Background: an optimization exercise with open tools, aiming at small area and a short achievable clock period. Do not read the settings as production practice.
At most, simulation tests tie the RTL to the original design; equivalence was not proved.
For run 2, only the layout was checked, not whether the RTL still works.
Power figures rest on the tool's default switching activity, not on a simulated workload.

==> design/flow/design.v <==
module gamma_interp_11bit #(
  parameter int OUT_W = 10
) (
  input  logic             clk,
  input  logic             rst_n,
  input  logic             i_hs,
  input  logic             i_vs,
  input  logic [4:0]       idx,
  input  logic [10:0]      pixel_in,
  input  logic [10:0]      lowLevel,
  input  logic [10:0]      highLevel,
  input  logic             lut_we,
  input  logic [5:0]       lut_addr,
  input  logic [OUT_W-1:0] lut_wdata,
  input  logic             lut_commit,
  output logic             commit_pending,
  output logic             o_hs,
  output logic             o_vs,
  output logic [OUT_W-1:0] pix_out
);
  localparam int N = 33;
  function automatic logic [9:0] ramp(input int k);
    logic [31:0] v;
    v = 32'(k) * 32;
    if (v > 1023) v = 1023;
    ramp = v[9:0];
  endfunction
  logic [9:0] r_shadow [N];
  logic [9:0] r_active [N];
  logic       r_act_ramp;    
  logic       r_pend;
  logic       r_vs_prev;
  logic       w_copy;
  assign w_copy         = r_pend & r_vs_prev & ~i_vs;
  assign commit_pending = r_pend;
  always_ff @(posedge clk or negedge rst_n) begin
    if (!rst_n) begin
      r_pend    <= 1'b0;
      r_vs_prev <= 1'b0;
    end else begin
      r_pend    <= lut_commit | (r_pend & ~w_copy);
      r_vs_prev <= i_vs;
    end
  end
  always_ff @(posedge clk or negedge rst_n) begin
    if (!rst_n) begin
      for (int k = 0; k < N; k++) r_shadow[k] <= ramp(k);
    end else if (lut_we && lut_addr <= 6'd32) begin
      r_shadow[lut_addr] <= lut_wdata;
    end
  end
  always_ff @(posedge clk or negedge rst_n) begin
    if (!rst_n) r_act_ramp <= 1'b1;
    else if (w_copy) r_act_ramp <= 1'b0;
  end
  always_ff @(posedge clk) begin
    if (w_copy)
      for (int k = 0; k < N; k++) r_active[k] <= r_shadow[k];
  end
  logic [329:0] w_act;
  logic [9:0]   w_ye, w_yo;
  logic [10:0]  w_d, w_w;
  always_comb
    for (int k = 0; k < N; k++) w_act[10*k +: 10] = r_active[k];
  gi_read u_read (.idx(idx), .ramp(r_act_ramp), .act(w_act), .ye(w_ye), .yo(w_yo));
  gi_sub11 u_subd (.a(pixel_in), .b(lowLevel), .y(w_d));
  gi_sub11 u_subw (.a(highLevel), .b(lowLevel), .y(w_w));
  logic [9:0]  r_ye_1, r_yo_1;
  logic        r_b_1;
  logic [10:0] r_d_1;
  logic [10:0] r_w_1;
  logic        r_wz_1;
  logic        r_blank_1;
  always_ff @(posedge clk) begin
    r_ye_1 <= w_ye;
    r_yo_1 <= w_yo;
    r_b_1  <= idx[0];
    r_d_1  <= w_d;
    r_w_1  <= w_w;
    r_wz_1 <= (highLevel == lowLevel);
  end
  always_ff @(posedge clk or negedge rst_n) begin
    if (!rst_n) r_blank_1 <= 1'b1;
    else        r_blank_1 <= ~(i_hs & i_vs);
  end
  logic [10:0] w_top;
  logic [3:0]  w_s;
  always_comb begin
    for (int k = 0; k < 11; k++) w_top[k] = r_w_1[k] & ~|(r_w_1 >> (k + 1));
    for (int b = 0; b < 4; b++) begin
      w_s[b] = 1'b0;
      for (int k = 0; k < 11; k++) if ((k >> b) & 1) w_s[b] = w_s[b] | w_top[k];
    end
  end
  logic [9:0]         w_y0, w_y1;
  logic [10:0]        w_x;
  logic [12:0]        w_db;
  logic [5:0]         w_one, w_two, w_ng;
  logic [11:0]        w_pp0, w_pp1, w_pp2, w_pp3, w_pp4, w_pp5;
  logic [22:0]        w_sa, w_sb;
  assign w_y0  = r_b_1 ? r_yo_1 : r_ye_1;
  assign w_y1  = r_b_1 ? r_ye_1 : r_yo_1;
  assign w_db  = r_wz_1 ? 13'b0 : {1'b0, r_d_1, 1'b0};
  logic xs_g0_0;
  assign xs_g0_0 = w_y1[0] & ~w_y0[0];
  logic xs_g1_0;
  assign xs_g1_0 = w_y1[1] & ~w_y0[1];
  logic xs_g2_0;
  assign xs_g2_0 = w_y1[2] & ~w_y0[2];
  logic xs_g3_0;
  assign xs_g3_0 = w_y1[3] & ~w_y0[3];
  logic xs_g4_0;
  assign xs_g4_0 = w_y1[4] & ~w_y0[4];
  logic xs_g5_0;
  assign xs_g5_0 = w_y1[5] & ~w_y0[5];
  logic xs_g6_0;
  assign xs_g6_0 = w_y1[6] & ~w_y0[6];
  logic xs_g7_0;
  assign xs_g7_0 = w_y1[7] & ~w_y0[7];
  logic xs_g8_0;
  assign xs_g8_0 = w_y1[8] & ~w_y0[8];
  logic xs_g9_0;
  assign xs_g9_0 = w_y1[9] & ~w_y0[9];
  logic xs_g10_0;
  assign xs_g10_0 = 1'b0 & 1'b1;
  logic xs_p0;
  assign xs_p0 = w_y1[0] ^ ~w_y0[0];
  logic xs_p1;
  assign xs_p1 = w_y1[1] ^ ~w_y0[1];
  logic xs_p2;
  assign xs_p2 = w_y1[2] ^ ~w_y0[2];
  logic xs_p3;
  assign xs_p3 = w_y1[3] ^ ~w_y0[3];
  logic xs_p4;
  assign xs_p4 = w_y1[4] ^ ~w_y0[4];
  logic xs_p5;
  assign xs_p5 = w_y1[5] ^ ~w_y0[5];
  logic xs_p6;
  assign xs_p6 = w_y1[6] ^ ~w_y0[6];
  logic xs_p7;
  assign xs_p7 = w_y1[7] ^ ~w_y0[7];
  logic xs_p8;
  assign xs_p8 = w_y1[8] ^ ~w_y0[8];
  logic xs_p9;
  assign xs_p9 = w_y1[9] ^ ~w_y0[9];
  logic xs_p10;
  assign xs_p10 = 1'b0 ^ 1'b1;
  logic xs_g0_c;
  assign xs_g0_c = xs_g0_0 | (xs_p0 & 1'b1);
  logic xs_g1_1;
  assign xs_g1_1 = xs_g1_0 | (xs_p1 & xs_g0_c);
  logic xs_q1_1;
  assign xs_q1_1 = xs_p1 & xs_p0;
  logic xs_g3_1;
  assign xs_g3_1 = xs_g3_0 | (xs_p3 & xs_g2_0);
  logic xs_q3_1;
  assign xs_q3_1 = xs_p3 & xs_p2;
  logic xs_g5_1;
  assign xs_g5_1 = xs_g5_0 | (xs_p5 & xs_g4_0);
  logic xs_q5_1;
  assign xs_q5_1 = xs_p5 & xs_p4;
  logic xs_g7_1;
  assign xs_g7_1 = xs_g7_0 | (xs_p7 & xs_g6_0);
  logic xs_q7_1;
  assign xs_q7_1 = xs_p7 & xs_p6;
  logic xs_g9_1;
  assign xs_g9_1 = xs_g9_0 | (xs_p9 & xs_g8_0);
  logic xs_q9_1;
  assign xs_q9_1 = xs_p9 & xs_p8;
  logic xs_g2_2;
  assign xs_g2_2 = xs_g2_0 | (xs_p2 & xs_g1_1);
  logic xs_q2_2;
  assign xs_q2_2 = xs_p2 & xs_q1_1;
  logic xs_g3_2;
  assign xs_g3_2 = xs_g3_1 | (xs_q3_1 & xs_g1_1);
  logic xs_q3_2;
  assign xs_q3_2 = xs_q3_1 & xs_q1_1;
  logic xs_g6_2;
  assign xs_g6_2 = xs_g6_0 | (xs_p6 & xs_g5_1);
  logic xs_q6_2;
  assign xs_q6_2 = xs_p6 & xs_q5_1;
  logic xs_g7_2;
  assign xs_g7_2 = xs_g7_1 | (xs_q7_1 & xs_g5_1);
  logic xs_q7_2;
  assign xs_q7_2 = xs_q7_1 & xs_q5_1;
  logic xs_g10_2;
  assign xs_g10_2 = xs_g10_0 | (xs_p10 & xs_g9_1);
  logic xs_q10_2;
  assign xs_q10_2 = xs_p10 & xs_q9_1;
  logic xs_g4_3;
  assign xs_g4_3 = xs_g4_0 | (xs_p4 & xs_g3_2);
  logic xs_q4_3;
  assign xs_q4_3 = xs_p4 & xs_q3_2;
  logic xs_g5_3;
  assign xs_g5_3 = xs_g5_1 | (xs_q5_1 & xs_g3_2);
  logic xs_q5_3;
  assign xs_q5_3 = xs_q5_1 & xs_q3_2;
  logic xs_g6_3;
  assign xs_g6_3 = xs_g6_2 | (xs_q6_2 & xs_g3_2);
  logic xs_q6_3;
  assign xs_q6_3 = xs_q6_2 & xs_q3_2;
  logic xs_g7_3;
  assign xs_g7_3 = xs_g7_2 | (xs_q7_2 & xs_g3_2);
  logic xs_q7_3;
  assign xs_q7_3 = xs_q7_2 & xs_q3_2;
  logic xs_g8_4;
  assign xs_g8_4 = xs_g8_0 | (xs_p8 & xs_g7_3);
  logic xs_q8_4;
  assign xs_q8_4 = xs_p8 & xs_q7_3;
  logic xs_g9_4;
  assign xs_g9_4 = xs_g9_1 | (xs_q9_1 & xs_g7_3);
  logic xs_q9_4;
  assign xs_q9_4 = xs_q9_1 & xs_q7_3;
  logic xs_g10_4;
  assign xs_g10_4 = xs_g10_2 | (xs_q10_2 & xs_g7_3);
  logic xs_q10_4;
  assign xs_q10_4 = xs_q10_2 & xs_q7_3;
  assign w_x[0] = (xs_p0 ^ 1'b1);
  assign w_x[1] = (xs_p1 ^ xs_g0_c);
  assign w_x[2] = (xs_p2 ^ xs_g1_1);
  assign w_x[3] = (xs_p3 ^ xs_g2_2);
  assign w_x[4] = (xs_p4 ^ xs_g3_2);
  assign w_x[5] = (xs_p5 ^ xs_g4_3);
  assign w_x[6] = (xs_p6 ^ xs_g5_3);
  assign w_x[7] = (xs_p7 ^ xs_g6_3);
  assign w_x[8] = (xs_p8 ^ xs_g7_3);
  assign w_x[9] = (xs_p9 ^ xs_g8_4);
  assign w_x[10] = (xs_p10 ^ xs_g9_4);
  always_comb begin
    for (int j = 0; j < 6; j++) begin
      w_one[j] = w_db[2*j+1] ^ w_db[2*j];
      w_two[j] = (w_db[2*j+2] & ~w_db[2*j+1] & ~w_db[2*j]) |
                 (~w_db[2*j+2] & w_db[2*j+1] & w_db[2*j]);
      w_ng[j]  = w_db[2*j+2] & ~(w_db[2*j+1] & w_db[2*j]);
    end
  end
  function automatic logic [11:0] bpp(input logic [10:0] x, input logic one,
                                      input logic two, input logic ng);
    logic [11:0] m;
    m = one ? {x[10], x} : (two ? {x, 1'b0} : 12'b0);
    bpp = m ^ {12{ng}};
  endfunction
  assign w_pp0 = bpp(w_x, w_one[0], w_two[0], w_ng[0]);
  assign w_pp1 = bpp(w_x, w_one[1], w_two[1], w_ng[1]);
  assign w_pp2 = bpp(w_x, w_one[2], w_two[2], w_ng[2]);
  assign w_pp3 = bpp(w_x, w_one[3], w_two[3], w_ng[3]);
  assign w_pp4 = bpp(w_x, w_one[4], w_two[4], w_ng[4]);
  assign w_pp5 = bpp(w_x, w_one[5], w_two[5], w_ng[5]);
  logic t0s;
  assign t0s = w_pp0[6] ^ w_pp1[4];
  logic t0c;
  assign t0c = w_pp0[6] & w_pp1[4];
  logic t1s;
  assign t1s = w_pp0[7] ^ w_pp1[5];
  logic t1c;
  assign t1c = w_pp0[7] & w_pp1[5];
  logic t2s;
  assign t2s = w_pp0[8] ^ w_pp1[6] ^ w_pp2[4];
  logic t2c;
  assign t2c = (w_pp0[8] & w_pp1[6]) | (w_pp0[8] & w_pp2[4]) | (w_pp1[6] & w_pp2[4]);
  logic t3s;
  assign t3s = w_pp3[2] ^ w_pp4[0];
  logic t3c;
  assign t3c = w_pp3[2] & w_pp4[0];
  logic t4s;
  assign t4s = w_pp0[9] ^ w_pp1[7] ^ w_pp2[5];
  logic t4c;
  assign t4c = (w_pp0[9] & w_pp1[7]) | (w_pp0[9] & w_pp2[5]) | (w_pp1[7] & w_pp2[5]);
  logic t5s;
  assign t5s = w_pp3[3] ^ w_pp4[1];
  logic t5c;
  assign t5c = w_pp3[3] & w_pp4[1];
  logic t6s;
  assign t6s = w_pp0[10] ^ w_pp1[8] ^ w_pp2[6];
  logic t6c;
  assign t6c = (w_pp0[10] & w_pp1[8]) | (w_pp0[10] & w_pp2[6]) | (w_pp1[8] & w_pp2[6]);
  logic t7s;
  assign t7s = w_pp3[4] ^ w_pp4[2] ^ w_pp5[0];
  logic t7c;
  assign t7c = (w_pp3[4] & w_pp4[2]) | (w_pp3[4] & w_pp5[0]) | (w_pp4[2] & w_pp5[0]);
  logic t8s;
  assign t8s = w_pp0[11] ^ w_pp1[9] ^ w_pp2[7];
  logic t8c;
  assign t8c = (w_pp0[11] & w_pp1[9]) | (w_pp0[11] & w_pp2[7]) | (w_pp1[9] & w_pp2[7]);
  logic t9s;
  assign t9s = w_pp3[5] ^ w_pp4[3] ^ w_pp5[1];
  logic t9c;
  assign t9c = (w_pp3[5] & w_pp4[3]) | (w_pp3[5] & w_pp5[1]) | (w_pp4[3] & w_pp5[1]);
  logic t10s;
  assign t10s = w_pp0[11] ^ w_pp1[10] ^ w_pp2[8];
  logic t10c;
  assign t10c = (w_pp0[11] & w_pp1[10]) | (w_pp0[11] & w_pp2[8]) | (w_pp1[10] & w_pp2[8]);
  logic t11s;
  assign t11s = w_pp3[6] ^ w_pp4[4] ^ w_pp5[2];
  logic t11c;
  assign t11c = (w_pp3[6] & w_pp4[4]) | (w_pp3[6] & w_pp5[2]) | (w_pp4[4] & w_pp5[2]);
  logic t12s;
  assign t12s = ~w_pp0[11] ^ ~w_pp1[11] ^ w_pp2[9];
  logic t12c;
  assign t12c = (~w_pp0[11] & ~w_pp1[11]) | (~w_pp0[11] & w_pp2[9]) | (~w_pp1[11] & w_pp2[9]);
  logic t13s;
  assign t13s = w_pp3[7] ^ w_pp4[5] ^ w_pp5[3];
  logic t13c;
  assign t13c = (w_pp3[7] & w_pp4[5]) | (w_pp3[7] & w_pp5[3]) | (w_pp4[5] & w_pp5[3]);
  logic t14s;
  assign t14s = 1'b1 ^ w_pp2[10] ^ w_pp3[8];
  logic t14c;
  assign t14c = (1'b1 & w_pp2[10]) | (1'b1 & w_pp3[8]) | (w_pp2[10] & w_pp3[8]);
  logic t15s;
  assign t15s = w_pp4[6] ^ w_pp5[4];
  logic t15c;
  assign t15c = w_pp4[6] & w_pp5[4];
  logic t16s;
  assign t16s = ~w_pp2[11] ^ w_pp3[9] ^ w_pp4[7];
  logic t16c;
  assign t16c = (~w_pp2[11] & w_pp3[9]) | (~w_pp2[11] & w_pp4[7]) | (w_pp3[9] & w_pp4[7]);
  logic t17s;
  assign t17s = 1'b1 ^ w_pp3[10];
  logic t17c;
  assign t17c = 1'b1 & w_pp3[10];
  logic t18s;
  assign t18s = w_pp0[4] ^ w_pp1[2];
  logic t18c;
  assign t18c = w_pp0[4] & w_pp1[2];
  logic t19s;
  assign t19s = w_pp0[5] ^ w_pp1[3];
  logic t19c;
  assign t19c = w_pp0[5] & w_pp1[3];
  logic t20s;
  assign t20s = w_pp2[2] ^ w_pp3[0] ^ w_ng[3];
  logic t20c;
  assign t20c = (w_pp2[2] & w_pp3[0]) | (w_pp2[2] & w_ng[3]) | (w_pp3[0] & w_ng[3]);
  logic t21s;
  assign t21s = w_pp2[3] ^ w_pp3[1] ^ t0c;
  logic t21c;
  assign t21c = (w_pp2[3] & w_pp3[1]) | (w_pp2[3] & t0c) | (w_pp3[1] & t0c);
  logic t22s;
  assign t22s = w_ng[4] ^ t1c ^ t2s;
  logic t22c;
  assign t22c = (w_ng[4] & t1c) | (w_ng[4] & t2s) | (t1c & t2s);
  logic t23s;
  assign t23s = t2c ^ t3c ^ t4s;
  logic t23c;
  assign t23c = (t2c & t3c) | (t2c & t4s) | (t3c & t4s);
  logic t24s;
  assign t24s = t4c ^ t5c ^ t6s;
  logic t24c;
  assign t24c = (t4c & t5c) | (t4c & t6s) | (t5c & t6s);
  logic t25s;
  assign t25s = t6c ^ t7c ^ t8s;
  logic t25c;
  assign t25c = (t6c & t7c) | (t6c & t8s) | (t7c & t8s);
  logic t26s;
  assign t26s = t8c ^ t9c ^ t10s;
  logic t26c;
  assign t26c = (t8c & t9c) | (t8c & t10s) | (t9c & t10s);
  logic t27s;
  assign t27s = t10c ^ t11c ^ t12s;
  logic t27c;
  assign t27c = (t10c & t11c) | (t10c & t12s) | (t11c & t12s);
  logic t28s;
  assign t28s = t12c ^ t13c ^ t14s;
  logic t28c;
  assign t28c = (t12c & t13c) | (t12c & t14s) | (t13c & t14s);
  logic t29s;
  assign t29s = w_pp5[5] ^ t14c ^ t15c;
  logic t29c;
  assign t29c = (w_pp5[5] & t14c) | (w_pp5[5] & t15c) | (t14c & t15c);
  logic t30s;
  assign t30s = w_pp4[8] ^ w_pp5[6] ^ t16c;
  logic t30c;
  assign t30c = (w_pp4[8] & w_pp5[6]) | (w_pp4[8] & t16c) | (w_pp5[6] & t16c);
  logic t31s;
  assign t31s = ~w_pp3[11] ^ w_pp4[9] ^ w_pp5[7];
  logic t31c;
  assign t31c = (~w_pp3[11] & w_pp4[9]) | (~w_pp3[11] & w_pp5[7]) | (w_pp4[9] & w_pp5[7]);
  logic t32s;
  assign t32s = 1'b1 ^ w_pp4[10];
  logic t32c;
  assign t32c = 1'b1 & w_pp4[10];
  logic t33s;
  assign t33s = w_pp0[2] ^ w_pp1[0];
  logic t33c;
  assign t33c = w_pp0[2] & w_pp1[0];
  logic t34s;
  assign t34s = w_pp0[3] ^ w_pp1[1];
  logic t34c;
  assign t34c = w_pp0[3] & w_pp1[1];
  logic t35s;
  assign t35s = w_pp2[0] ^ w_ng[2] ^ t18s;
  logic t35c;
  assign t35c = (w_pp2[0] & w_ng[2]) | (w_pp2[0] & t18s) | (w_ng[2] & t18s);
  logic t36s;
  assign t36s = w_pp2[1] ^ t18c ^ t19s;
  logic t36c;
  assign t36c = (w_pp2[1] & t18c) | (w_pp2[1] & t19s) | (t18c & t19s);
  logic t37s;
  assign t37s = t0s ^ t19c ^ t20s;
  logic t37c;
  assign t37c = (t0s & t19c) | (t0s & t20s) | (t19c & t20s);
  logic t38s;
  assign t38s = t1s ^ t20c ^ t21s;
  logic t38c;
  assign t38c = (t1s & t20c) | (t1s & t21s) | (t20c & t21s);
  logic t39s;
  assign t39s = t3s ^ t21c ^ t22s;
  logic t39c;
  assign t39c = (t3s & t21c) | (t3s & t22s) | (t21c & t22s);
  logic t40s;
  assign t40s = t5s ^ t22c ^ t23s;
  logic t40c;
  assign t40c = (t5s & t22c) | (t5s & t23s) | (t22c & t23s);
  logic t41s;
  assign t41s = t7s ^ t23c ^ t24s;
  logic t41c;
  assign t41c = (t7s & t23c) | (t7s & t24s) | (t23c & t24s);
  logic t42s;
  assign t42s = t9s ^ t24c ^ t25s;
  logic t42c;
  assign t42c = (t9s & t24c) | (t9s & t25s) | (t24c & t25s);
  logic t43s;
  assign t43s = t11s ^ t25c ^ t26s;
  logic t43c;
  assign t43c = (t11s & t25c) | (t11s & t26s) | (t25c & t26s);
  logic t44s;
  assign t44s = t13s ^ t26c ^ t27s;
  logic t44c;
  assign t44c = (t13s & t26c) | (t13s & t27s) | (t26c & t27s);
  logic t45s;
  assign t45s = t15s ^ t27c ^ t28s;
  logic t45c;
  assign t45c = (t15s & t27c) | (t15s & t28s) | (t27c & t28s);
  logic t46s;
  assign t46s = t16s ^ t28c ^ t29s;
  logic t46c;
  assign t46c = (t16s & t28c) | (t16s & t29s) | (t28c & t29s);
  logic t47s;
  assign t47s = t17s ^ t29c ^ t30s;
  logic t47c;
  assign t47c = (t17s & t29c) | (t17s & t30s) | (t29c & t30s);
  logic t48s;
  assign t48s = t17c ^ t30c ^ t31s;
  logic t48c;
  assign t48c = (t17c & t30c) | (t17c & t31s) | (t30c & t31s);
  logic t49s;
  assign t49s = w_pp5[8] ^ t31c ^ t32s;
  logic t49c;
  assign t49c = (w_pp5[8] & t31c) | (w_pp5[8] & t32s) | (t31c & t32s);
  logic t50s;
  assign t50s = ~w_pp4[11] ^ w_pp5[9] ^ t32c;
  logic t50c;
  assign t50c = (~w_pp4[11] & w_pp5[9]) | (~w_pp4[11] & t32c) | (w_pp5[9] & t32c);
  logic t51s;
  assign t51s = 1'b1 ^ w_pp5[10];
  logic t51c;
  assign t51c = 1'b1 & w_pp5[10];
  assign w_sa[0] = w_pp0[0];
  assign w_sb[0] = w_ng[0];
  assign w_sa[1] = w_pp0[1];
  assign w_sb[1] = 1'b0;
  assign w_sa[2] = w_ng[1];
  assign w_sb[2] = t33s;
  assign w_sa[3] = t33c;
  assign w_sb[3] = t34s;
  assign w_sa[4] = t34c;
  assign w_sb[4] = t35s;
  assign w_sa[5] = t35c;
  assign w_sb[5] = t36s;
  assign w_sa[6] = t36c;
  assign w_sb[6] = t37s;
  assign w_sa[7] = t37c;
  assign w_sb[7] = t38s;
  assign w_sa[8] = t38c;
  assign w_sb[8] = t39s;
  assign w_sa[9] = t39c;
  assign w_sb[9] = t40s;
  assign w_sa[10] = t40c;
  assign w_sb[10] = t41s;
  assign w_sa[11] = t41c;
  assign w_sb[11] = t42s;
  assign w_sa[12] = t42c;
  assign w_sb[12] = t43s;
  assign w_sa[13] = t43c;
  assign w_sb[13] = t44s;
  assign w_sa[14] = t44c;
  assign w_sb[14] = t45s;
  assign w_sa[15] = t45c;
  assign w_sb[15] = t46s;
  assign w_sa[16] = t46c;
  assign w_sb[16] = t47s;
  assign w_sa[17] = t47c;
  assign w_sb[17] = t48s;
  assign w_sa[18] = t48c;
  assign w_sb[18] = t49s;
  assign w_sa[19] = t49c;
  assign w_sb[19] = t50s;
  assign w_sa[20] = t50c;
  assign w_sb[20] = t51s;
  assign w_sa[21] = ~w_pp5[11];
  assign w_sb[21] = t51c;
  assign w_sa[22] = 1'b1;
  assign w_sb[22] = 1'b0;
  logic [22:0] r_sa_2, r_sb_2;
  logic [9:0]  r_y0_2;
  logic [3:0]  r_s_2;
  logic        r_blank_2;
  always_ff @(posedge clk) begin
    r_sa_2 <= w_sa;
    r_sb_2 <= w_sb;
    r_y0_2 <= w_y0;
    r_s_2  <= w_s;
  end
  always_ff @(posedge clk or negedge rst_n) begin
    if (!rst_n) r_blank_2 <= 1'b1;
    else        r_blank_2 <= r_blank_1;
  end
  logic [22:0] w_ta, w_tb, w_t;
  logic [9:0]  w_pix;
  assign w_ta = r_sa_2;
  assign w_tb = r_sb_2;
  logic ts_g0_0;
  assign ts_g0_0 = w_ta[0] & w_tb[0];
  logic ts_g1_0;
  assign ts_g1_0 = w_ta[1] & w_tb[1];
  logic ts_g2_0;
  assign ts_g2_0 = w_ta[2] & w_tb[2];
  logic ts_g3_0;
  assign ts_g3_0 = w_ta[3] & w_tb[3];
  logic ts_g4_0;
  assign ts_g4_0 = w_ta[4] & w_tb[4];
  logic ts_g5_0;
  assign ts_g5_0 = w_ta[5] & w_tb[5];
  logic ts_g6_0;
  assign ts_g6_0 = w_ta[6] & w_tb[6];
  logic ts_g7_0;
  assign ts_g7_0 = w_ta[7] & w_tb[7];
  logic ts_g8_0;
  assign ts_g8_0 = w_ta[8] & w_tb[8];
  logic ts_g9_0;
  assign ts_g9_0 = w_ta[9] & w_tb[9];
  logic ts_g10_0;
  assign ts_g10_0 = w_ta[10] & w_tb[10];
  logic ts_g11_0;
  assign ts_g11_0 = w_ta[11] & w_tb[11];
  logic ts_g12_0;
  assign ts_g12_0 = w_ta[12] & w_tb[12];
  logic ts_g13_0;
  assign ts_g13_0 = w_ta[13] & w_tb[13];
  logic ts_g14_0;
  assign ts_g14_0 = w_ta[14] & w_tb[14];
  logic ts_g15_0;
  assign ts_g15_0 = w_ta[15] & w_tb[15];
  logic ts_g16_0;
  assign ts_g16_0 = w_ta[16] & w_tb[16];
  logic ts_g17_0;
  assign ts_g17_0 = w_ta[17] & w_tb[17];
  logic ts_g18_0;
  assign ts_g18_0 = w_ta[18] & w_tb[18];
  logic ts_g19_0;
  assign ts_g19_0 = w_ta[19] & w_tb[19];
  logic ts_g20_0;
  assign ts_g20_0 = w_ta[20] & w_tb[20];
  logic ts_g21_0;
  assign ts_g21_0 = w_ta[21] & w_tb[21];
  logic ts_g22_0;
  assign ts_g22_0 = w_ta[22] & w_tb[22];
  logic ts_p0;
  assign ts_p0 = w_ta[0] ^ w_tb[0];
  logic ts_p1;
  assign ts_p1 = w_ta[1] ^ w_tb[1];
  logic ts_p2;
  assign ts_p2 = w_ta[2] ^ w_tb[2];
  logic ts_p3;
  assign ts_p3 = w_ta[3] ^ w_tb[3];
  logic ts_p4;
  assign ts_p4 = w_ta[4] ^ w_tb[4];
  logic ts_p5;
  assign ts_p5 = w_ta[5] ^ w_tb[5];
  logic ts_p6;
  assign ts_p6 = w_ta[6] ^ w_tb[6];
  logic ts_p7;
  assign ts_p7 = w_ta[7] ^ w_tb[7];
  logic ts_p8;
  assign ts_p8 = w_ta[8] ^ w_tb[8];
  logic ts_p9;
  assign ts_p9 = w_ta[9] ^ w_tb[9];
  logic ts_p10;
  assign ts_p10 = w_ta[10] ^ w_tb[10];
  logic ts_p11;
  assign ts_p11 = w_ta[11] ^ w_tb[11];
  logic ts_p12;
  assign ts_p12 = w_ta[12] ^ w_tb[12];
  logic ts_p13;
  assign ts_p13 = w_ta[13] ^ w_tb[13];
  logic ts_p14;
  assign ts_p14 = w_ta[14] ^ w_tb[14];
  logic ts_p15;
  assign ts_p15 = w_ta[15] ^ w_tb[15];
  logic ts_p16;
  assign ts_p16 = w_ta[16] ^ w_tb[16];
  logic ts_p17;
  assign ts_p17 = w_ta[17] ^ w_tb[17];
  logic ts_p18;
  assign ts_p18 = w_ta[18] ^ w_tb[18];
  logic ts_p19;
  assign ts_p19 = w_ta[19] ^ w_tb[19];
  logic ts_p20;
  assign ts_p20 = w_ta[20] ^ w_tb[20];
  logic ts_p21;
  assign ts_p21 = w_ta[21] ^ w_tb[21];
  logic ts_p22;
  assign ts_p22 = w_ta[22] ^ w_tb[22];
  logic ts_g1_1;
  assign ts_g1_1 = ts_g1_0 | (ts_p1 & ts_g0_0);
  logic ts_q1_1;
  assign ts_q1_1 = ts_p1 & ts_p0;
  logic ts_g3_1;
  assign ts_g3_1 = ts_g3_0 | (ts_p3 & ts_g2_0);
  logic ts_q3_1;
  assign ts_q3_1 = ts_p3 & ts_p2;
  logic ts_g5_1;
  assign ts_g5_1 = ts_g5_0 | (ts_p5 & ts_g4_0);
  logic ts_q5_1;
  assign ts_q5_1 = ts_p5 & ts_p4;
  logic ts_g7_1;
  assign ts_g7_1 = ts_g7_0 | (ts_p7 & ts_g6_0);
  logic ts_q7_1;
  assign ts_q7_1 = ts_p7 & ts_p6;
  logic ts_g9_1;
  assign ts_g9_1 = ts_g9_0 | (ts_p9 & ts_g8_0);
  logic ts_q9_1;
  assign ts_q9_1 = ts_p9 & ts_p8;
  logic ts_g11_1;
  assign ts_g11_1 = ts_g11_0 | (ts_p11 & ts_g10_0);
  logic ts_q11_1;
  assign ts_q11_1 = ts_p11 & ts_p10;
  logic ts_g13_1;
  assign ts_g13_1 = ts_g13_0 | (ts_p13 & ts_g12_0);
  logic ts_q13_1;
  assign ts_q13_1 = ts_p13 & ts_p12;
  logic ts_g15_1;
  assign ts_g15_1 = ts_g15_0 | (ts_p15 & ts_g14_0);
  logic ts_q15_1;
  assign ts_q15_1 = ts_p15 & ts_p14;
  logic ts_g17_1;
  assign ts_g17_1 = ts_g17_0 | (ts_p17 & ts_g16_0);
  logic ts_q17_1;
  assign ts_q17_1 = ts_p17 & ts_p16;
  logic ts_g19_1;
  assign ts_g19_1 = ts_g19_0 | (ts_p19 & ts_g18_0);
  logic ts_q19_1;
  assign ts_q19_1 = ts_p19 & ts_p18;
  logic ts_g21_1;
  assign ts_g21_1 = ts_g21_0 | (ts_p21 & ts_g20_0);
  logic ts_q21_1;
  assign ts_q21_1 = ts_p21 & ts_p20;
  logic ts_g2_2;
  assign ts_g2_2 = ts_g2_0 | (ts_p2 & ts_g1_1);
  logic ts_q2_2;
  assign ts_q2_2 = ts_p2 & ts_q1_1;
  logic ts_g3_2;
  assign ts_g3_2 = ts_g3_1 | (ts_q3_1 & ts_g1_1);
  logic ts_q3_2;
  assign ts_q3_2 = ts_q3_1 & ts_q1_1;
  logic ts_g6_2;
  assign ts_g6_2 = ts_g6_0 | (ts_p6 & ts_g5_1);
  logic ts_q6_2;
  assign ts_q6_2 = ts_p6 & ts_q5_1;
  logic ts_g7_2;
  assign ts_g7_2 = ts_g7_1 | (ts_q7_1 & ts_g5_1);
  logic ts_q7_2;
  assign ts_q7_2 = ts_q7_1 & ts_q5_1;
  logic ts_g10_2;
  assign ts_g10_2 = ts_g10_0 | (ts_p10 & ts_g9_1);
  logic ts_q10_2;
  assign ts_q10_2 = ts_p10 & ts_q9_1;
  logic ts_g11_2;
  assign ts_g11_2 = ts_g11_1 | (ts_q11_1 & ts_g9_1);
  logic ts_q11_2;
  assign ts_q11_2 = ts_q11_1 & ts_q9_1;
  logic ts_g14_2;
  assign ts_g14_2 = ts_g14_0 | (ts_p14 & ts_g13_1);
  logic ts_q14_2;
  assign ts_q14_2 = ts_p14 & ts_q13_1;
  logic ts_g15_2;
  assign ts_g15_2 = ts_g15_1 | (ts_q15_1 & ts_g13_1);
  logic ts_q15_2;
  assign ts_q15_2 = ts_q15_1 & ts_q13_1;
  logic ts_g18_2;
  assign ts_g18_2 = ts_g18_0 | (ts_p18 & ts_g17_1);
  logic ts_q18_2;
  assign ts_q18_2 = ts_p18 & ts_q17_1;
  logic ts_g19_2;
  assign ts_g19_2 = ts_g19_1 | (ts_q19_1 & ts_g17_1);
  logic ts_q19_2;
  assign ts_q19_2 = ts_q19_1 & ts_q17_1;
  logic ts_g22_2;
  assign ts_g22_2 = ts_g22_0 | (ts_p22 & ts_g21_1);
  logic ts_q22_2;
  assign ts_q22_2 = ts_p22 & ts_q21_1;
  logic ts_g4_3;
  assign ts_g4_3 = ts_g4_0 | (ts_p4 & ts_g3_2);
  logic ts_q4_3;
  assign ts_q4_3 = ts_p4 & ts_q3_2;
  logic ts_g5_3;
  assign ts_g5_3 = ts_g5_1 | (ts_q5_1 & ts_g3_2);
  logic ts_q5_3;
  assign ts_q5_3 = ts_q5_1 & ts_q3_2;
  logic ts_g6_3;
  assign ts_g6_3 = ts_g6_2 | (ts_q6_2 & ts_g3_2);
  logic ts_q6_3;
  assign ts_q6_3 = ts_q6_2 & ts_q3_2;
  logic ts_g7_3;
  assign ts_g7_3 = ts_g7_2 | (ts_q7_2 & ts_g3_2);
  logic ts_q7_3;
  assign ts_q7_3 = ts_q7_2 & ts_q3_2;
  logic ts_g12_3;
  assign ts_g12_3 = ts_g12_0 | (ts_p12 & ts_g11_2);
  logic ts_q12_3;
  assign ts_q12_3 = ts_p12 & ts_q11_2;
  logic ts_g13_3;
  assign ts_g13_3 = ts_g13_1 | (ts_q13_1 & ts_g11_2);
  logic ts_q13_3;
  assign ts_q13_3 = ts_q13_1 & ts_q11_2;
  logic ts_g14_3;
  assign ts_g14_3 = ts_g14_2 | (ts_q14_2 & ts_g11_2);
  logic ts_q14_3;
  assign ts_q14_3 = ts_q14_2 & ts_q11_2;
  logic ts_g15_3;
  assign ts_g15_3 = ts_g15_2 | (ts_q15_2 & ts_g11_2);
  logic ts_q15_3;
  assign ts_q15_3 = ts_q15_2 & ts_q11_2;
  logic ts_g20_3;
  assign ts_g20_3 = ts_g20_0 | (ts_p20 & ts_g19_2);
  logic ts_q20_3;
  assign ts_q20_3 = ts_p20 & ts_q19_2;
  logic ts_g21_3;
  assign ts_g21_3 = ts_g21_1 | (ts_q21_1 & ts_g19_2);
  logic ts_q21_3;
  assign ts_q21_3 = ts_q21_1 & ts_q19_2;
  logic ts_g22_3;
  assign ts_g22_3 = ts_g22_2 | (ts_q22_2 & ts_g19_2);
  logic ts_q22_3;
  assign ts_q22_3 = ts_q22_2 & ts_q19_2;
  logic ts_g8_4;
  assign ts_g8_4 = ts_g8_0 | (ts_p8 & ts_g7_3);
  logic ts_q8_4;
  assign ts_q8_4 = ts_p8 & ts_q7_3;
  logic ts_g9_4;
  assign ts_g9_4 = ts_g9_1 | (ts_q9_1 & ts_g7_3);
  logic ts_q9_4;
  assign ts_q9_4 = ts_q9_1 & ts_q7_3;
  logic ts_g10_4;
  assign ts_g10_4 = ts_g10_2 | (ts_q10_2 & ts_g7_3);
  logic ts_q10_4;
  assign ts_q10_4 = ts_q10_2 & ts_q7_3;
  logic ts_g11_4;
  assign ts_g11_4 = ts_g11_2 | (ts_q11_2 & ts_g7_3);
  logic ts_q11_4;
  assign ts_q11_4 = ts_q11_2 & ts_q7_3;
  logic ts_g12_4;
  assign ts_g12_4 = ts_g12_3 | (ts_q12_3 & ts_g7_3);
  logic ts_q12_4;
  assign ts_q12_4 = ts_q12_3 & ts_q7_3;
  logic ts_g13_4;
  assign ts_g13_4 = ts_g13_3 | (ts_q13_3 & ts_g7_3);
  logic ts_q13_4;
  assign ts_q13_4 = ts_q13_3 & ts_q7_3;
  logic ts_g14_4;
  assign ts_g14_4 = ts_g14_3 | (ts_q14_3 & ts_g7_3);
  logic ts_q14_4;
  assign ts_q14_4 = ts_q14_3 & ts_q7_3;
  logic ts_g15_4;
  assign ts_g15_4 = ts_g15_3 | (ts_q15_3 & ts_g7_3);
  logic ts_q15_4;
  assign ts_q15_4 = ts_q15_3 & ts_q7_3;
  logic ts_g16_5;
  assign ts_g16_5 = ts_g16_0 | (ts_p16 & ts_g15_4);
  logic ts_q16_5;
  assign ts_q16_5 = ts_p16 & ts_q15_4;
  logic ts_g17_5;
  assign ts_g17_5 = ts_g17_1 | (ts_q17_1 & ts_g15_4);
  logic ts_q17_5;
  assign ts_q17_5 = ts_q17_1 & ts_q15_4;
  logic ts_g18_5;
  assign ts_g18_5 = ts_g18_2 | (ts_q18_2 & ts_g15_4);
  logic ts_q18_5;
  assign ts_q18_5 = ts_q18_2 & ts_q15_4;
  logic ts_g19_5;
  assign ts_g19_5 = ts_g19_2 | (ts_q19_2 & ts_g15_4);
  logic ts_q19_5;
  assign ts_q19_5 = ts_q19_2 & ts_q15_4;
  logic ts_g20_5;
  assign ts_g20_5 = ts_g20_3 | (ts_q20_3 & ts_g15_4);
  logic ts_q20_5;
  assign ts_q20_5 = ts_q20_3 & ts_q15_4;
  logic ts_g21_5;
  assign ts_g21_5 = ts_g21_3 | (ts_q21_3 & ts_g15_4);
  logic ts_q21_5;
  assign ts_q21_5 = ts_q21_3 & ts_q15_4;
  logic ts_g22_5;
  assign ts_g22_5 = ts_g22_3 | (ts_q22_3 & ts_g15_4);
  logic ts_q22_5;
  assign ts_q22_5 = ts_q22_3 & ts_q15_4;
  assign w_t[0] = ts_p0;
  assign w_t[1] = (ts_p1 ^ ts_g0_0);
  assign w_t[2] = (ts_p2 ^ ts_g1_1);
  assign w_t[3] = (ts_p3 ^ ts_g2_2);
  assign w_t[4] = (ts_p4 ^ ts_g3_2);
  assign w_t[5] = (ts_p5 ^ ts_g4_3);
  assign w_t[6] = (ts_p6 ^ ts_g5_3);
  assign w_t[7] = (ts_p7 ^ ts_g6_3);
  assign w_t[8] = (ts_p8 ^ ts_g7_3);
  assign w_t[9] = (ts_p9 ^ ts_g8_4);
  assign w_t[10] = (ts_p10 ^ ts_g9_4);
  assign w_t[11] = (ts_p11 ^ ts_g10_4);
  assign w_t[12] = (ts_p12 ^ ts_g11_4);
  assign w_t[13] = (ts_p13 ^ ts_g12_4);
  assign w_t[14] = (ts_p14 ^ ts_g13_4);
  assign w_t[15] = (ts_p15 ^ ts_g14_4);
  assign w_t[16] = (ts_p16 ^ ts_g15_4);
  assign w_t[17] = (ts_p17 ^ ts_g16_5);
  assign w_t[18] = (ts_p18 ^ ts_g17_5);
  assign w_t[19] = (ts_p19 ^ ts_g18_5);
  assign w_t[20] = (ts_p20 ^ ts_g19_5);
  assign w_t[21] = (ts_p21 ^ ts_g20_5);
  assign w_t[22] = (ts_p22 ^ ts_g21_5);
  logic [10:0] w_sh;
  logic [10:0] w_q;
  logic        w_rb, w_big, w_sml;
  logic [11:0] w_r;
  logic [10:0] w_qt [11];
  logic [9:0]  w_rt;
  logic [10:0] w_bt, w_st;
  always_comb begin
    for (int k = 0; k < 11; k++) w_sh[k] = (r_s_2 == 4'(k));
    for (int i = 0; i < 11; i++) begin
      for (int k = 0; k < 11; k++) w_qt[i][k] = w_sh[k] & w_t[i+k];
      w_q[i] = |w_qt[i];
    end
    for (int k = 1; k < 11; k++) w_rt[k-1] = w_sh[k] & w_t[k-1];
    w_rb = |w_rt;
    for (int k = 0; k < 11; k++) begin
      w_bt[k] = w_sh[k] & |(w_t[21:0] & (22'h3fffff << (11 + k)));
      w_st[k] = w_sh[k] & |(~w_t[21:0] & (22'h3fffff << (11 + k)));
    end
    w_big = ~w_t[22] & (|w_bt | w_q[10]);
    w_sml = w_t[22] & (|w_st | ~w_q[10]);
    w_r = {2'b0, r_y0_2} + {w_q[10], w_q} + {11'b0, w_rb};
    if (r_blank_2 | w_sml)  w_pix = '0;
    else if (w_big)         w_pix = 10'h3ff;
    else if (w_r[11])       w_pix = '0;
    else if (w_r[10])       w_pix = 10'h3ff;
    else                    w_pix = w_r[9:0];
  end
  logic [2:0] r_hs_d, r_vs_d;
  logic [9:0] r_pix;
  always_ff @(posedge clk or negedge rst_n) begin
    if (!rst_n) begin
      r_hs_d <= '0;
      r_vs_d <= '0;
      r_pix  <= '0;
    end else begin
      r_hs_d <= {r_hs_d[1:0], i_hs};
      r_vs_d <= {r_vs_d[1:0], i_vs};
      r_pix  <= w_pix;
    end
  end
  assign o_hs    = r_hs_d[2];
  assign o_vs    = r_vs_d[2];
  assign pix_out = r_pix;
endmodule
module gi_read (
  input  logic [4:0]   idx,
  input  logic         ramp,
  input  logic [329:0] act,
  output logic [9:0]   ye,
  output logic [9:0]   yo
);
  logic [15:0] so1;
  logic [16:0] se, so;
  logic [4:0]  je;
  logic [17:0] te [10];
  logic [16:0] to [10];
  assign je = {1'b0, idx[4:1]} + {4'b0, idx[0]};
  always_comb begin
    for (int j = 0; j < 16; j++) so1[j] = (idx[4:1] == 4'(j));
    for (int j = 0; j < 17; j++) begin
      so[j] = (j < 16) ? (~ramp & so1[j % 16]) : 1'b0;
      se[j] = ~ramp & (((j < 16) ? (~idx[0] & so1[j % 16]) : 1'b0) |
                       ((j > 0) ? (idx[0] & so1[(j + 15) % 16]) : 1'b0));
    end
    for (int i = 0; i < 10; i++) begin
      for (int j = 0; j < 17; j++) te[i][j] = se[j] & act[20*j + i];
      for (int j = 0; j < 16; j++) to[i][j] = so[j] & act[20*j + 10 + i];
      te[i][17] = ramp & (je[4] | (i >= 6 && je[i-6]));
      to[i][16] = ramp & (i == 5 || (i >= 6 && idx[i-5]));
      ye[i] = |te[i];
      yo[i] = |to[i];
    end
  end
endmodule
module gi_sub11 (
  input  logic [10:0] a,
  input  logic [10:0] b,
  output logic [10:0] y
);
  logic m_g0_0;
  assign m_g0_0 = a[0] & ~b[0];
  logic m_g1_0;
  assign m_g1_0 = a[1] & ~b[1];
  logic m_g2_0;
  assign m_g2_0 = a[2] & ~b[2];
  logic m_g3_0;
  assign m_g3_0 = a[3] & ~b[3];
  logic m_g4_0;
  assign m_g4_0 = a[4] & ~b[4];
  logic m_g5_0;
  assign m_g5_0 = a[5] & ~b[5];
  logic m_g6_0;
  assign m_g6_0 = a[6] & ~b[6];
  logic m_g7_0;
  assign m_g7_0 = a[7] & ~b[7];
  logic m_g8_0;
  assign m_g8_0 = a[8] & ~b[8];
  logic m_g9_0;
  assign m_g9_0 = a[9] & ~b[9];
  logic m_g10_0;
  assign m_g10_0 = a[10] & ~b[10];
  logic m_p0;
  assign m_p0 = a[0] ^ ~b[0];
  logic m_p1;
  assign m_p1 = a[1] ^ ~b[1];
  logic m_p2;
  assign m_p2 = a[2] ^ ~b[2];
  logic m_p3;
  assign m_p3 = a[3] ^ ~b[3];
  logic m_p4;
  assign m_p4 = a[4] ^ ~b[4];
  logic m_p5;
  assign m_p5 = a[5] ^ ~b[5];
  logic m_p6;
  assign m_p6 = a[6] ^ ~b[6];
  logic m_p7;
  assign m_p7 = a[7] ^ ~b[7];
  logic m_p8;
  assign m_p8 = a[8] ^ ~b[8];
  logic m_p9;
  assign m_p9 = a[9] ^ ~b[9];
  logic m_p10;
  assign m_p10 = a[10] ^ ~b[10];
  logic m_g0_c;
  assign m_g0_c = m_g0_0 | (m_p0 & 1'b1);
  logic m_g1_1;
  assign m_g1_1 = m_g1_0 | (m_p1 & m_g0_c);
  logic m_q1_1;
  assign m_q1_1 = m_p1 & m_p0;
  logic m_g3_1;
  assign m_g3_1 = m_g3_0 | (m_p3 & m_g2_0);
  logic m_q3_1;
  assign m_q3_1 = m_p3 & m_p2;
  logic m_g5_1;
  assign m_g5_1 = m_g5_0 | (m_p5 & m_g4_0);
  logic m_q5_1;
  assign m_q5_1 = m_p5 & m_p4;
  logic m_g7_1;
  assign m_g7_1 = m_g7_0 | (m_p7 & m_g6_0);
  logic m_q7_1;
  assign m_q7_1 = m_p7 & m_p6;
  logic m_g9_1;
  assign m_g9_1 = m_g9_0 | (m_p9 & m_g8_0);
  logic m_q9_1;
  assign m_q9_1 = m_p9 & m_p8;
  logic m_g2_2;
  assign m_g2_2 = m_g2_0 | (m_p2 & m_g1_1);
  logic m_q2_2;
  assign m_q2_2 = m_p2 & m_q1_1;
  logic m_g3_2;
  assign m_g3_2 = m_g3_1 | (m_q3_1 & m_g1_1);
  logic m_q3_2;
  assign m_q3_2 = m_q3_1 & m_q1_1;
  logic m_g6_2;
  assign m_g6_2 = m_g6_0 | (m_p6 & m_g5_1);
  logic m_q6_2;
  assign m_q6_2 = m_p6 & m_q5_1;
  logic m_g7_2;
  assign m_g7_2 = m_g7_1 | (m_q7_1 & m_g5_1);
  logic m_q7_2;
  assign m_q7_2 = m_q7_1 & m_q5_1;
  logic m_g10_2;
  assign m_g10_2 = m_g10_0 | (m_p10 & m_g9_1);
  logic m_q10_2;
  assign m_q10_2 = m_p10 & m_q9_1;
  logic m_g4_3;
  assign m_g4_3 = m_g4_0 | (m_p4 & m_g3_2);
  logic m_q4_3;
  assign m_q4_3 = m_p4 & m_q3_2;
  logic m_g5_3;
  assign m_g5_3 = m_g5_1 | (m_q5_1 & m_g3_2);
  logic m_q5_3;
  assign m_q5_3 = m_q5_1 & m_q3_2;
  logic m_g6_3;
  assign m_g6_3 = m_g6_2 | (m_q6_2 & m_g3_2);
  logic m_q6_3;
  assign m_q6_3 = m_q6_2 & m_q3_2;
  logic m_g7_3;
  assign m_g7_3 = m_g7_2 | (m_q7_2 & m_g3_2);
  logic m_q7_3;
  assign m_q7_3 = m_q7_2 & m_q3_2;
  logic m_g8_4;
  assign m_g8_4 = m_g8_0 | (m_p8 & m_g7_3);
  logic m_q8_4;
  assign m_q8_4 = m_p8 & m_q7_3;
  logic m_g9_4;
  assign m_g9_4 = m_g9_1 | (m_q9_1 & m_g7_3);
  logic m_q9_4;
  assign m_q9_4 = m_q9_1 & m_q7_3;
  logic m_g10_4;
  assign m_g10_4 = m_g10_2 | (m_q10_2 & m_g7_3);
  logic m_q10_4;
  assign m_q10_4 = m_q10_2 & m_q7_3;
  assign y[0] = (m_p0 ^ 1'b1);
  assign y[1] = (m_p1 ^ m_g0_c);
  assign y[2] = (m_p2 ^ m_g1_1);
  assign y[3] = (m_p3 ^ m_g2_2);
  assign y[4] = (m_p4 ^ m_g3_2);
  assign y[5] = (m_p5 ^ m_g4_3);
  assign y[6] = (m_p6 ^ m_g5_3);
  assign y[7] = (m_p7 ^ m_g6_3);
  assign y[8] = (m_p8 ^ m_g7_3);
  assign y[9] = (m_p9 ^ m_g8_4);
  assign y[10] = (m_p10 ^ m_g9_4);
endmodule
==> design/flow/flow/run.sh <==
#!/bin/bash
set -euo pipefail
mapfile -t EXTRA < <(grep -v '^#' flow/extra.txt | grep .)
bash standard.sh "${EXTRA[@]}" finish > standard.log 2>&1
==> design/flow/flow/extra.txt <==
SETUP_SLACK_MARGIN=7.0
ADDER_MAP_FILE=
BUFFER_PORTS_ARGS=-buffer_cell sky130_fd_sc_hd__buf_2
==> design/flow/standard.sh <==
#!/bin/bash
# synth_recipe.tcl (not shown) runs the flow's synth.tcl, then flattens the netlist and writes it again
# the make line also repeats each setting of config.mk as NAME=value (left out here)
make -C /OpenROAD-flow-scripts/flow DESIGN_CONFIG=/design/flow/config.mk WORK_HOME=/design/flow/orfs CLKGATE_MAP_FILE= SYNTH_SCRIPT=/design/flow/synth_recipe.tcl "${@:-finish}"
==> design/flow/config.mk <==
export PLATFORM = sky130hd
export DESIGN_NAME = gamma_interp_11bit
export DESIGN_NICKNAME = gamma_interp_11bit
export VERILOG_FILES = /design/flow/design.v
export SDC_FILE = /design/flow/constraint.sdc
export NUM_CORES = 4
export LEC_CHECK = 0
export ABC_AREA = 1
export CAP_MARGIN = 20
export CORE_MARGIN = 2
export CORE_UTILIZATION = 40
export CTS_BUF_LIST = sky130_fd_sc_hd__clkbuf_8
export CTS_CLUSTER_DIAMETER = 60
export CTS_CLUSTER_SIZE = 15
export SLEW_MARGIN = 60
export SYNTH_HIERARCHICAL = 1
export TNS_END_PERCENT = 0
==> design/flow/constraint.sdc <==
create_clock -name core_clock -period 10.0 [get_ports {clk}]
set_input_delay 2.0000 -clock core_clock [delete_from_list [all_inputs] [get_ports {clk}]]
set_output_delay 2.0000 -clock core_clock [all_outputs]
set_load 0.01 [all_outputs]
==> impl_metrics.yaml, run 1 <==
power:
  p_leak_nw: 18.5
  ir_drop_mv: 0.145
  p_seq_share_pct: 36.7
  power_mw: 11.0
  combPwrFrac_pct: 45.0
  p_per_area_nw_per_um2: 266
  switching_power_mw: 4.65
  power_frac_clock_pct: 18.2
  intPower_mw: 6.39
  p_sw_share_pct: 42.1
logic_synthesis:
  synthesis.area_um2: 36200
  ys_warn_count: 24
  syn_area_per_cell_um2: 8.71
  syn-num-nets: 4216
  synth_cells: 4156
timing:
  setup_ws_ps: 6790
  rsz0062_at_grt: "yes"
  relSlewSlack_pct: 50.1
  final_max_slew_viol_count: 0
  tightest_slew_ps: 740
  finalSetupTns_ps: 0
  max_freq_ghz: 0.311
  fin_crit_ps: 3210
  hold_viol_final: 0
  fin_crit_sh_pct: 32.1
  hold_slack_ps: 353
  clock-skew-final_ps: 60.4
  setup_viol: 0
routing:
  detail-route-antenna-nets: 0
  first_pass_iters: 6
  dr.first_iter.drc_count: 2564
  vias: 28000
  totalWireLength_mm: 99.0
  wl_per_cell_um: 18.0
  via_per_inst: 5.10
  drc: 0
cells_and_area:
  finish.utilization_pct: 46.1
  stdcell_area_um2: 41400
  multiInputGateArea_um2: 14900
  area_growth_pct: 14.4
  nFillCells: 8688
  final_nets: 4320
  drive_gt1_share_pct: 19.3
  regArea_um2: 20800
  final_cell_count_no_fill: 5495
floorplan:
  die-area_um2: 92900
  die_w_um: 305
  start_util_pct: 40.3
  io_pins: 73
  core_um2: 89900
  dieHeight_um: 305
  core.rowCount: 110
global_route:
  grt_pass1_wl_mm: 151
  grt.total_usage_pct: 20.8
  antenna_found_initial: 6
  first_global_vias: 26300
  grt_max_degree: 73
  gr-total-overflow: 0
placement:
  port_buffers: 72
  place_area_um2: 38100
  gp_congestion: 0.917
  dp.cells: 5299
  dp_slack_ps: 5940
  place_hpwl_mm: 66.0
clock_tree:
  clk_pin_slew_ps: 90
  clk_path_buf_depth: 3
  clock_latency_ps: 720
  cts_tree: "yes"
  cts_made_buffers: 71
  cts_hold_buf: 0
  htree_levels: 3
  root_buffer: "clkbuf_8"
  cts_sinks: 780
setup_path:
  cpLargestDelayFamily: "simple AND/OR/NAND/NOR gates"
  worst-path-buf-inv: 2
  worstSetupStartpoint: "idx[1]"
  arrival_ps: 3780
  cp-start-kind: "input pin"
  slowest_stage: "nand2_1"
  path_cells: "clkbuf_4 > nand2_1 > inv_1 > nand2_1 > nand2_1 > nand3_1 > nand2_1 > nor2_1 > nand3_1"
  crit_path_end_kind: "flop"
  path_class: "in2reg"
  required_ps: 10560
  rr_startpoint: "r_sb_2[8]"
  cpMostUsedCell: "nand2_1"
  path_max_fanout: 10
  max_stage_delay_ps: 400
hold_path:
  min_from: "r_hs_d[0]"
  hp-class: "reg2reg"
job:
  maxCapViolCount: 0
run_status:
  status: "finished clean"
## metal layers
| metal | part of all wire, % | wire, um | track usage (%) | vias to the layer above |
|---|---|---|---|---|
| li1 | - | - | - | 13800 |
| met1 | 43 | 42900 | 27.4 | 13300 |
| met2 | 48 | 47500 | 35.0 | 762 |
| met3 | 5.4 | 5350 | 3.09 | 193 |
| met4 | 3.2 | 3200 | 6.94 | 10 |
| met5 | 0.065 | 64 | 0 | - |
## flip-flops by register name, indices dropped and copies added (netlist names), 11 cells and up
name and cells:
r_active 330, r_shadow 330, r_sa_2 22, r_sb_2 21
r_d_1 11
## power by group through the flow
stage	Combinational (mW)	Clock, mW	Sequential, mW
5_1_grt	5.55	2.18	4.10
6_report	4.97	2.01	4.05
3_3_place_gp	3.84	0	4.10
2_1_floorplan	3.04	0	4.06
3_5_place_dp	3.93	0	4.11
4_1_cts	3.98	2.07	4.04
## final cells by class
type | count | share of cell area, %
Clock inverter | 55 | 1.14
Clock buffer | 76 | 2.53
Tap cell | 1176 | 3.55
Antenna cell | 1 | 0.00604
Inverter | 368 | 3.41
Multi-Input combinational cell | 2881 | 35.9
Sequential cell | 780 | 50.2
Timing Repair Buffer | 158 | 3.24
## cells in the final DEF (no fill, tap or decap), types with 8 or more instances in the layout
cell      instances
nand4_1          50
nor2_1          268
xor2_1           59
xnor2_1          26
nand2_4          45
nand2_2         150
o21ai_2          16
nand3b_1         15
o22ai_1          28
nor2_2           58
o211ai_1          9
clkbuf_8         77
o21ai_0         360
o21ai_1          11
buf_12            8
dfstp_2          93
nand2_1        1161
nand3_2          35
a21oi_2          19
nand3_4           9
dfrtp_1         257
nor2_4           53
nand2_8           9
nand3_1         369
a21oi_1          51
buf_4            56
inv_1           346
edfxtp_1        330
buf_6            11
dfxtp_1          92
nor3_1           10
inv_2            33
buf_2            70
buf_16            8
or2_1            12
## worst paths after layout
check                             endpoint  slack (ps)  cells past startpoint
setup / recovery                 r_ye_1[8]        6790                      9
hold / removal                   r_hs_d[1]         350                      0
setup reg to reg                  r_pix[1]        6860                     24
hold reg to reg                  r_hs_d[1]         350                      0
max in group asynchronous  r_shadow[29][7]        7500                      5
min in group asynchronous         r_pix[5]        1130                      1
## repair_timing
action	4_1_cts	5_1_grt
pin swaps	0	87
cloned	0	8
setup buffers	0	56
gates resized for setup	19	308
setup endpoints to repair	72	73
==> run 2: changes to the inputs <==
--- a/design/flow/design.v
+++ b/design/flow/design.v
@@ -65,10 +65,12 @@
   gi_read u_read (.idx(idx), .ramp(r_act_ramp), .act(w_act), .ye(w_ye), .yo(w_yo));
   gi_sub11 u_subd (.a(pixel_in), .b(lowLevel), .y(w_d));
   gi_sub11 u_subw (.a(highLevel), .b(lowLevel), .y(w_w));
+  logic [3:0]  w_s;
+  gi_log2 u_log2 (.w(w_w), .s(w_s));
   logic [9:0]  r_ye_1, r_yo_1;
   logic        r_b_1;
   logic [10:0] r_d_1;
-  logic [10:0] r_w_1;
+  logic [3:0]  r_s_1;
   logic        r_wz_1;
   logic        r_blank_1;
   always_ff @(posedge clk) begin
@@ -76,22 +78,13 @@
     r_yo_1 <= w_yo;
     r_b_1  <= idx[0];
     r_d_1  <= w_d;
-    r_w_1  <= w_w;
+    r_s_1  <= w_s;
     r_wz_1 <= (highLevel == lowLevel);
   end
   always_ff @(posedge clk or negedge rst_n) begin
     if (!rst_n) r_blank_1 <= 1'b1;
     else        r_blank_1 <= ~(i_hs & i_vs);
   end
-  logic [10:0] w_top;
-  logic [3:0]  w_s;
-  always_comb begin
-    for (int k = 0; k < 11; k++) w_top[k] = r_w_1[k] & ~|(r_w_1 >> (k + 1));
-    for (int b = 0; b < 4; b++) begin
-      w_s[b] = 1'b0;
-      for (int k = 0; k < 11; k++) if ((k >> b) & 1) w_s[b] = w_s[b] | w_top[k];
-    end
-  end
   logic [9:0]         w_y0, w_y1;
   logic [10:0]        w_x;
   logic [12:0]        w_db;
@@ -508,7 +501,7 @@
     r_sa_2 <= w_sa;
     r_sb_2 <= w_sb;
     r_y0_2 <= w_y0;
-    r_s_2  <= w_s;
+    r_s_2  <= r_s_1;
   end
   always_ff @(posedge clk or negedge rst_n) begin
     if (!rst_n) r_blank_2 <= 1'b1;
@@ -1031,3 +1024,16 @@
   assign y[9] = (m_p9 ^ m_g8_4);
   assign y[10] = (m_p10 ^ m_g9_4);
 endmodule
+module gi_log2 (
+  input  logic [10:0] w,
+  output logic [3:0]  s
+);
+  logic [10:0] top;
+  always_comb begin
+    for (int k = 0; k < 11; k++) top[k] = w[k] & ~|(w >> (k + 1));
+    for (int b = 0; b < 4; b++) begin
+      s[b] = 1'b0;
+      for (int k = 0; k < 11; k++) if ((k >> b) & 1) s[b] = s[b] | top[k];
+    end
+  end
+endmodule
==> design/flow/flow/extra.txt (replaced) <==
SETUP_SLACK_MARGIN=7.0
ADDER_MAP_FILE=
BUFFER_PORTS_ARGS=-buffer_cell sky130_fd_sc_hd__buf_4
--- a/design/flow/config.mk
+++ b/design/flow/config.mk
@@ -9,9 +9,8 @@
 export CAP_MARGIN = 20
 export CORE_MARGIN = 2
 export CORE_UTILIZATION = 40
-export CTS_BUF_LIST = sky130_fd_sc_hd__clkbuf_8
-export CTS_CLUSTER_DIAMETER = 60
-export CTS_CLUSTER_SIZE = 15
+export CTS_CLUSTER_DIAMETER = 80
+export CTS_CLUSTER_SIZE = 25
 export SLEW_MARGIN = 60
 export SYNTH_HIERARCHICAL = 1
-export TNS_END_PERCENT = 0
+export TNS_END_PERCENT = 5
==> impl_metrics.yaml, run 2 <==
timing:
  finalSetupTns_ps: 0
  max_freq_ghz: 0.308
  tightest_slew_ps: 668
  clock-skew-final_ps: 44.4
  fin_crit_ps: 3240
  final_max_slew_viol_count: 0
  hold_viol_final: 0
  fin_crit_sh_pct: 32.4
  relSlewSlack_pct: 55.4
  setup_ws_ps: 6760
  rsz0062_at_grt: "yes"
  setup_viol: 0
cells_and_area:
  drive_gt1_share_pct: 23.3
  top_regs: "r_active x330, r_shadow x330, r_sa_2 x22"
  nFillCells: 8308
  n_antenna_cell: 0
  area_growth_pct: 19.1
  finish.utilization_pct: 48.2
  final_nets: 4306
  final_common_cell: "nand2_1"
  layout_common_cells: "1082 x nand2_1, 348 x nand3_1, 336 x o21ai_0, 330 x edfxtp_1, 293 x inv_1"
global_route:
  first_global_vias: 26000
  grt.total_usage_pct: 20.9
  grt_pass1_wl_mm: 152
  grt_max_degree: 67
  gr-total-overflow: 0
  antenna_found_initial: 1
routing:
  vias: 28300
  dr.first_iter.drc_count: 2279
  detail-route-antenna-nets: 0
  first_pass_iters: 6
  drc: 0
  wl_per_cell_um: 18.6
  totalWireLength_mm: 101
  via_per_inst: 5.21
placement:
  dp_slack_ps: 5460
  place_hpwl_mm: 65.3
  port_buffers: 72
  gp_congestion: 0.902
clock_tree:
  htree_levels: 2
  cts_hold_buf: 0
  clk_pin_slew_ps: 100
  cts_tree: "yes"
  clk_path_buf_depth: 3
  cts_sinks: 774
  cts_made_buffers: 40
  clock_latency_ps: 630
  root_buffer: "clkbuf_16"
logic_synthesis:
  syn-num-nets: 4188
  synthesis.area_um2: 35900
  synth_cells: 4128
  ys_warn_count: 25
  syn_area_per_cell_um2: 8.71
setup_path:
  path_max_fanout: 15
  cp-start-kind: "input pin"
  cpLargestDelayFamily: "simple AND/OR/NAND/NOR gates"
  cpMostUsedCell: "nand2_1"
  worstSetupStartpoint: "idx[1]"
  arrival_ps: 3740
  rr_startpoint: "r_b_1"
  max_stage_delay_ps: 400
  path_cells: "buf_4 > inv_4 > nand2_1 > clkinv_1 > nand3_1 > nand2_1 > inv_1 > nand2_1 > nor2_1 > nand3_1"
  crit_path_end_kind: "flop"
  worst-path-buf-inv: 4
  required_ps: 10500
  slowest_stage: "nor2_1"
  path_class: "in2reg"
power:
  p_per_area_nw_per_um2: 259
  power_mw: 11.1
  p_leak_nw: 19.0
  ir_drop_mv: 0.149
floorplan:
  dieHeight_um: 304
  core.rowCount: 109
  io_pins: 73
  die-area_um2: 92300
  core_um2: 88800
  die_w_um: 304
  start_util_pct: 40.5
hold_path:
  min_from: "r_s_1[3]"
  hp-class: "reg2reg"
run_status:
  status: "finished clean"
job:
  maxCapViolCount: 0
run 2: timing repair:
action                                  in CTS  in global routing
setup buffers                               13                 76
resized for setup                          153                490
pin swaps                                   10                158
endpoints found under the setup margin     553                505
cloned                                      14                  5
run 2: power by group:
part	internal (mW)	switching (mW)
Combinational	1.82	3.43
Sequential	3.72	0.169
Clock	0.860	1.08
Total	6.40	4.68
run 2: routing by layer:
metal  vias up  global-route usage, %  part of all wire, %
met5         -                      0                0.014
li1      13800                      -                    -
met1     13700                   28.7                   43
met3       161                   2.08                  5.1
met4         2                   5.29                  2.6
met2       778                   35.7                   49
run 2: final cells by class:
cell class              instances  area, um^2  share of cell area (%)
clock inverters                16         251                   0.588
inverters                     358        1410                    3.28
clock buffers                  57        1060                    2.49
repair buffers                197        1950                    4.56
well taps                    1165        1460                    3.41
flip-flops and latches        774       20700                    48.3
multi-input cells            2875       16000                    37.4
run 2: worst paths after layout:
path / slack [ps] / endpoint / cells past startpoint
setup / recovery: 6760 / r_ye_1[1] / 10
hold / removal: 330 / r_s_2[3] / 0
setup reg to reg: 6840 / r_sa_2[13] / 25
max in group asynchronous: 7590 / r_shadow[6][6] / 3
min in group asynchronous: 1270 / r_shadow[3][4] / 1
hold reg to reg: 330 / r_s_2[3] / 0
run 2: worst reg2reg max path, cell delays in order (launching register included):
cell and delay (ps):
dfxtp_4 400, buf_6 140, buf_6 120, mux2i_4 250, nand2_2 110, nand2_4 100, nand2_4 80, nand3_4 80
nand2_4 90, nand3_4 120, nand3b_1 180, nand2_8 170, clkinv_8 100, buf_6 130, nand2_4 70, nand2_2 50
nand2_2 90, nand2_2 80, nand2_4 90, nand2_1 70, nand2_1 120, nand3_2 110, nand2_1 90, nand2_2 80
nand2_1 70, nand2_1 50
run 2: metrics by stage:
| step | std cells | hold WS [ps] | area [um^2] |
|---|---|---|---|
| final | 5442 | 331 | 42800 |
| after global routing | 5442 | 346 | 42800 |
| after CTS | 5361 | 337 | 40200 |
| after detailed placement | 5261 | 316 | 37900 |
| after global placement | 5251 | 313 | 37600 |
| after floorplan | 4128 | 310 | 36000 |

afterwards: timing with drivers on the ports:
No port has a modelled driver above. Below, the same layouts with a new extraction and two added sets of constraints.
Step 1 assumes that a clkbuf_16 drives the clock port and a buf_2 every other input.
Step 2, shift: input delay + t, output delay - t, t = (earliest + latest rising clock arrival at the registers) / 2. This alone moves slack from input paths to output paths.
a / b / c = no drivers / after step 1 / after step 2; a / b = the first two.
run | shift t [ns] | slack for setup (ns) | worst register clock-pin slew, ns | worst slew at a driven data input, ns | cell pins on the clock port's net
run 1 | 0.744 | 6.789 / 6.742 / 6.056 | 0.10 / 0.10 | 0.08 | 1
run 2 | 0.678 | 6.757 / 6.752 / 6.074 | 0.10 / 0.10 | 0.09 | 1
After both steps setup and hold are still met in every run listed. For run 1, which loses most, drivers alone change the setup slack by -0.047 ns; drivers and shift together by -0.733 ns.
